Background: an optimization exercise with open tools, aiming at small area. Do not read the settings as production practice.
Function was checked by simulation only, so behaviour that the tests miss may differ from the original.
Power figures rest on the tool's default switching activity, not on a simulated workload.

== violet ==
==> flow/design.v (excerpt) <==
module decimal_rounding_unit_core (
  input  logic        clk_i,
  input  logic        rst_ni,
  input  logic        start_i,
  output logic        busy_o,
  input  logic [50:0] in_i,
  output logic        done_o,
  output logic [48:0] result_o,
  input  logic        cfg_we_i,
  input  logic [2:0]  cfg_data_i
);
  assign busy_o = 1'b0;
  logic [6:1] ks, ks_d;
  always_comb begin
    ks_d = '0;
    case (cfg_data_i)
      3'd0: ks_d[6] = 1'b1;
      3'd1: ks_d[5] = 1'b1;
      3'd2: ks_d[4] = 1'b1;
      3'd3: ks_d[3] = 1'b1;
      3'd4: ks_d[2] = 1'b1;
      3'd5: ks_d[1] = 1'b1;
      default: ;
    endcase
  end
  always_ff @(posedge clk_i or negedge rst_ni) begin
    if (!rst_ni) ks <= 6'b001000;
    else if (cfg_we_i) ks <= ks_d;
  end
  wire kany = |ks;
  wire [47:0] u = in_i[50:3];
  wire [17:0] s1;
  wire s1_1, s1_2;
  dru_fa u_s1_1 (.a(~u[43]), .b(u[42]), .c(u[41]), .s(s1_1), .co(s1_2));
  wire s1_3, s1_4;
  dru_ha u_s1_3 (.a(1'b1), .b(~u[45]), .s(s1_3), .co(s1_4));
  wire s1_5, s1_6;
  dru_fa u_s1_5 (.a(1'b1), .b(~u[46]), .c(~u[44]), .s(s1_5), .co(s1_6));
  ...
Size: about 1900 cells after synthesis.
clock: 6.0 ns
lec_check: 0
cap_margin: 20
core_margin: 2
core_utilization: 40
gpl_timing_driven: 0
setup_slack_margin: 0.3
slew_margin: 20
synth_hierarchical: 1
run.sh (not shown) runs the stock make flow with config.mk's settings and CLKGATE_MAP_FILE= SYNTH_SCRIPT=/design/flow/synth_recipe.tcl, a recipe that flattens the netlist after the stock synthesis.
#### Input delta (nickel over violet)
Settings: swapping 0.3 for 0.2 in SETUP_SLACK_MARGIN.
==> flow/flow/run.sh (new file) <==
#!/bin/bash
# Standard ORFS layout (the standard.sh, unchanged synthesis), with the port buffers
# made of the smallest buffer cell instead of the default choice.
set -euo pipefail
bash standard.sh "BUFFER_PORTS_ARGS=-buffer_cell sky130_fd_sc_hd__buf_1" finish > standard_make.log 2>&1
==> flow/standard.sh (new file) <==
#!/bin/bash
# synth_recipe.tcl (not shown) runs the flow's synth.tcl, then flattens the netlist and writes it again
# the make line also repeats each setting of config.mk as NAME=value (left out here)
make -C /OpenROAD-flow-scripts/flow DESIGN_CONFIG=/design/flow/config.mk WORK_HOME=/design/flow/orfs CLKGATE_MAP_FILE= SYNTH_SCRIPT=/design/flow/synth_recipe.tcl "${@:-finish}"
removed: flow/run.sh
[summary]
- Higher routed metal-1 wirelength was reported by nickel, not violet.
- Total wire length grows by a few percent when moving from violet to nickel.
- nickel gives less instance area after placement than violet did.
- On logic gate share of total power, nickel tracks violet almost exactly.
Relative to nickel, the following input files were edited for maple:
Settings: CTS_BUF_LIST now sky130_fd_sc_hd__clkbuf_4, previously not set; CTS_CLUSTER_SIZE now 20, previously not set; SETUP_SLACK_MARGIN now 0.3, was 0.2.
==> flow/run.sh (new file) <==
#!/bin/bash
# synth_recipe.tcl (not shown) runs the flow's synth.tcl, then flattens the netlist and writes it again
# the make line also repeats each setting of config.mk as NAME=value (left out here)
make -C /OpenROAD-flow-scripts/flow DESIGN_CONFIG=/design/flow/config.mk WORK_HOME=/design/flow/orfs CLKGATE_MAP_FILE= SYNTH_SCRIPT=/design/flow/synth_recipe.tcl finish
removed: flow/flow/run.sh
removed: flow/standard.sh
Notes after the runs:
Sort maple and nickel by clock-buffer cell count, descending, and maple comes first.
Layout buffer count excluding clock buffers, maple and nickel: smaller value in nickel
Delay of the slowest cell on the worst path | maple below nickel
The run showing the greater maximum operating frequency is maple.
The inputs of tundra differ from those of maple as listed below.
Settings: CTS_CLUSTER_SIZE: 20 -> unset; CTS_BUF_LIST: sky130_fd_sc_hd__clkbuf_4 -> unset.
==> flow/flow/run.sh (new file) <==
#!/bin/bash
# Standard ORFS layout (the standard.sh, unchanged synthesis), with the port buffers
# made of the smallest buffer cell instead of the default choice.
set -euo pipefail
bash standard.sh "BUFFER_PORTS_ARGS=-buffer_cell sky130_fd_sc_hd__buf_1" finish > standard_make.log 2>&1
==> flow/standard.sh (new file) <==
#!/bin/bash
# synth_recipe.tcl (not shown) runs the flow's synth.tcl, then flattens the netlist and writes it again
# the make line also repeats each setting of config.mk as NAME=value (left out here)
make -C /OpenROAD-flow-scripts/flow DESIGN_CONFIG=/design/flow/config.mk WORK_HOME=/design/flow/orfs CLKGATE_MAP_FILE= SYNTH_SCRIPT=/design/flow/synth_recipe.tcl "${@:-finish}"
removed: flow/run.sh
Findings:
Having completed the whole flow, tundra delivered a layout that passed the timing, DRC and antenna checks.
maple vs tundra, critical path endpoint: vd_xa[7] vs vd_xa[10]
Compared with maple, length of routed met2 wiring in tundra increased by a few percent.
Clock network area share up 0.32 points in tundra wrt maple
Switching power share of the total in tundra is 2.1 points above maple.
The lower global-route wire length before repair of maple and tundra is in maple.
In tundra, internal power consumption is lower than in maple.
Looking at overall routed net length, tundra sits 3.0% higher than maple does.
The utilization of tundra is lower than that of maple.
Data required time at the worst endpoint sits lower in tundra than in maple.
[tundra] wire length per cell rose 6.2% relative to maple
Where worst hold slack is concerned, maple is outperformed by tundra.
Inputs modified between tundra and onyx:
Settings: SETUP_SLACK_MARGIN changed from 0.3 to 0.15.
### Flow results
- Diff onyx..tundra | max-slew violation total from the final report | unchanged
- Total number of vias: tundra vs onyx, no meaningful difference
- The lower sequential share of layout area came out of tundra.
- Compare tundra and onyx | share of the core filled with cells higher: tundra

* * *

== lagoon ==
decimal_rounding_unit_core, a different RTL version from the one above (not shown whole).
For scale: roughly 2,100 cells after synthesis, ~21,000 µm² of cells after synthesis.
make LEC_CHECK=0 CAP_MARGIN=20 CORE_MARGIN=2 CORE_UTILIZATION=40 GPL_TIMING_DRIVEN=0 SETUP_SLACK_MARGIN=0.1 SLEW_MARGIN=20 SYNTH_HIERARCHICAL=1 finish   # period 6.0 ns
Stock flow here: none of the scripts above is used.
Relative to lagoon, the following input files were edited for sierra:
Settings: GPL_TIMING_DRIVEN no longer set, was 0.
Notes after the runs:
Global-route usage: sierra < lagoon
Comparing sierra and lagoon, the higher cell area after placement was measured on sierra.
The higher initial antenna violation count of sierra and lagoon is in lagoon.
Summary: via count, sierra worse than lagoon
On setup slack: between sierra and lagoon, it ends up higher for sierra.
Run comparison: lagoon highest-delay cell along the critical path sky130_fd_sc_hd__or4b_2; sierra highest-delay cell along the critical path sky130_fd_sc_hd__fa_1
sierra vs lagoon: number of non-clock buffers up in sierra
Diff lagoon -> sierra: minimum period implied by the final worst setup slack fell by 0.21 ns, count of clock-buffer cells in the layout rose by about 15%, final area rose by 520 µm².
Result: PASS for each of sierra and lagoon
--- input diff sierra..indigo ---
Settings: putting GPL_TIMING_DRIVEN at 0 where nothing was set; putting CTS_BUF_LIST at sky130_fd_sc_hd__clkbuf_4 sky130_fd_sc_hd__clkbuf_8 where nothing was set.
==> results.txt <==
Looking at the reports, indigo completed the entire flow and the layout it produced met the timing, DRC and antenna checks.
Against sierra, half-perimeter wire length after detailed placement in indigo rose by a few percent.
Cmp sierra and indigo / clock power / higher: sierra
Between sierra and indigo, routing usage on met2 increased.
On relative slew slack, sierra beats indigo.
Comparing sierra and indigo, the lower cell leakage power was measured on indigo.
Row post-detailed-routing wire length: indigo higher / sierra lower
Taking sierra as the reference, in indigo total power -0.53 mW; maximum frequency -7.0 MHz.
Compared with sierra, in indigo post-route minimum period shows an increase of 0.23 ns, final RePlAce weighted congestion now smaller, critical path depth up 2.

* * *

Another version of the RTL of decimal_rounding_unit_core (not shown whole).
Size: about 110 I/O pins.
clock: 6.0 ns
lec_check: 0
cap_margin: 20
core_margin: 2
core_utilization: 40
gpl_timing_driven: 0
setup_slack_margin: 0.1
slew_margin: 20
synth_hierarchical: 1
standard.sh (not shown) runs the stock make flow with config.mk's settings and CLKGATE_MAP_FILE= SYNTH_SCRIPT=/design/flow/synth_recipe.tcl, a recipe that flattens the netlist after the stock synthesis.
==> flow/flow/run.sh <==
#!/bin/bash
# Standard ORFS layout (the standard.sh, unchanged synthesis), with the port buffers
# made of the smallest buffer cell, and a clock tree of clkbuf_8 cells with small sink clusters
# and no dummy clock loads. Tool output goes to standard_make.log and to ORFS's own logs.
set -euo pipefail
bash standard.sh "BUFFER_PORTS_ARGS=-buffer_cell sky130_fd_sc_hd__buf_1" \
  "CTS_ARGS=-sink_clustering_enable -repair_clock_nets -dont_use_dummy_load -buf_list sky130_fd_sc_hd__clkbuf_8 -sink_clustering_size 16 -sink_clustering_max_diameter 80" finish > standard_make.log 2>&1
Then changed:
==> flow/flow/run.sh (replaced) <==
#!/bin/bash
# Standard ORFS layout (the standard.sh, unchanged synthesis), with the port buffers
# made of the smallest buffer cell and no dummy clock loads in clock tree synthesis.
set -euo pipefail
bash standard.sh "BUFFER_PORTS_ARGS=-buffer_cell sky130_fd_sc_hd__buf_1" \
  "CTS_ARGS=-sink_clustering_enable -repair_clock_nets -dont_use_dummy_load -buf_list sky130_fd_sc_hd__clkbuf_16 -sink_clustering_size 25 -sink_clustering_max_diameter 80" finish > standard_make.log 2>&1
Hold slack degrades by 0.012 ns.
Design area went up by 0.61%.
Critical path depth grows by 2.
Synthesized cell count does not change.
Combinational power barely changes.
Setup slack improves by 0.010 ns.
Sequential cell count stays the same.
Total power is higher by 1.8%.
Then changed:
==> flow/flow/run.sh (replaced) <==
#!/bin/bash
# Standard ORFS layout (the standard.sh, unchanged synthesis), with the port buffers
# made of the smallest buffer cell instead of the default choice.
set -euo pipefail
bash standard.sh "BUFFER_PORTS_ARGS=-buffer_cell sky130_fd_sc_hd__buf_1" finish > standard_make.log 2>&1
--- a/flow/config.mk
+++ b/flow/config.mk
@@ -11,3 +11,3 @@
 export GPL_TIMING_DRIVEN = 0
-export SETUP_SLACK_MARGIN = 0.1
+export SETUP_SLACK_MARGIN = 0.15
 export SLEW_MARGIN = 20
Effect: Final area climbs by 2.5%. Non-clock buffer count is lower by 2. Register-to-register slack is better by 0.09 ns.
Then changed:
==> flow/flow/run.sh (replaced) <==
#!/bin/bash
# Standard ORFS layout (the standard.sh, unchanged synthesis), with the port buffers
# made of the smallest buffer cell and no dummy clock loads in clock tree synthesis.
set -euo pipefail
bash standard.sh "BUFFER_PORTS_ARGS=-buffer_cell sky130_fd_sc_hd__buf_1" \
  "CTS_ARGS=-sink_clustering_enable -repair_clock_nets -dont_use_dummy_load -buf_list sky130_fd_sc_hd__clkbuf_8 -sink_clustering_size 16 -sink_clustering_max_diameter 80" finish > standard_make.log 2>&1
--- a/flow/config.mk
+++ b/flow/config.mk
@@ -11,3 +11,3 @@
 export GPL_TIMING_DRIVEN = 0
-export SETUP_SLACK_MARGIN = 0.15
+export SETUP_SLACK_MARGIN = 0.1
 export SLEW_MARGIN = 20
The new run finished with timing, DRC and antenna clean; worst setup slack degrades by 0.10 ns; clock-buffer cell count falls by 10; die area is unchanged; core utilization came out lower by 1.4 points; sequential share of layout area increases by 0.70 points; via count stays flat; area after synthesis does not change; power is lower by 6.7%.

-- re-timing with driven ports --
In the flow no input, the clock included, has a driving cell. The finished layouts below were timed again as built, in two steps.
Step 1 assumes that a clkbuf_16 drives the clock port and a buf_2 every other input.
Step 2 adds t to the input delays and takes it off the output delays; t is the mean of the earliest and latest rising clock arrival at the registers after step 1. Input paths then give back, and output paths get back, about the clock's delay inside the block.
Three values: no drivers, after step 1, after step 2; two values: the first two.
run | t, ns | slack for setup (ns) | worst data-port slew with drivers (ns) | cell pins on the clock port's net
violet | 0.605 | 0.325 / 0.325 / -0.112 | 0.07 | 1
nickel | 0.599 | 0.322 / 0.322 / -0.045 | 0.05 | 1
maple | 0.830 | 0.392 / 0.392 / -0.308 | 0.07 | 1
tundra | 0.599 | 0.319 / 0.319 / -0.033 | 0.06 | 1
onyx | 0.599 | 0.275 / 0.275 / -0.048 | 0.05 | 1
lagoon | 0.617 | 0.181 / 0.181 / -0.296 | 0.05 | 1
sierra | 0.636 | 0.394 / 0.394 / -0.044 | 0.06 | 1
indigo | 0.643 | 0.163 / 0.163 / -0.380 | 0.05 | 1
the first run of note 3 | 0.601 | 0.252 / 0.252 / -0.108 | 0.06 | 1
the second run of note 3 | 0.555 | 0.262 / 0.262 / -0.060 | 0.06 | 1
the third run of note 3 | 0.619 | 0.352 / 0.329 / -0.113 | 0.06 | 1
the fourth run of note 3 | 0.601 | 0.252 / 0.252 / -0.108 | 0.06 | 1
Met with ideal ports but missed after step 2: setup timing in every run listed. For maple, which loses most, drivers alone change the setup slack by 0.000 ns; drivers and shift together by -0.700 ns.
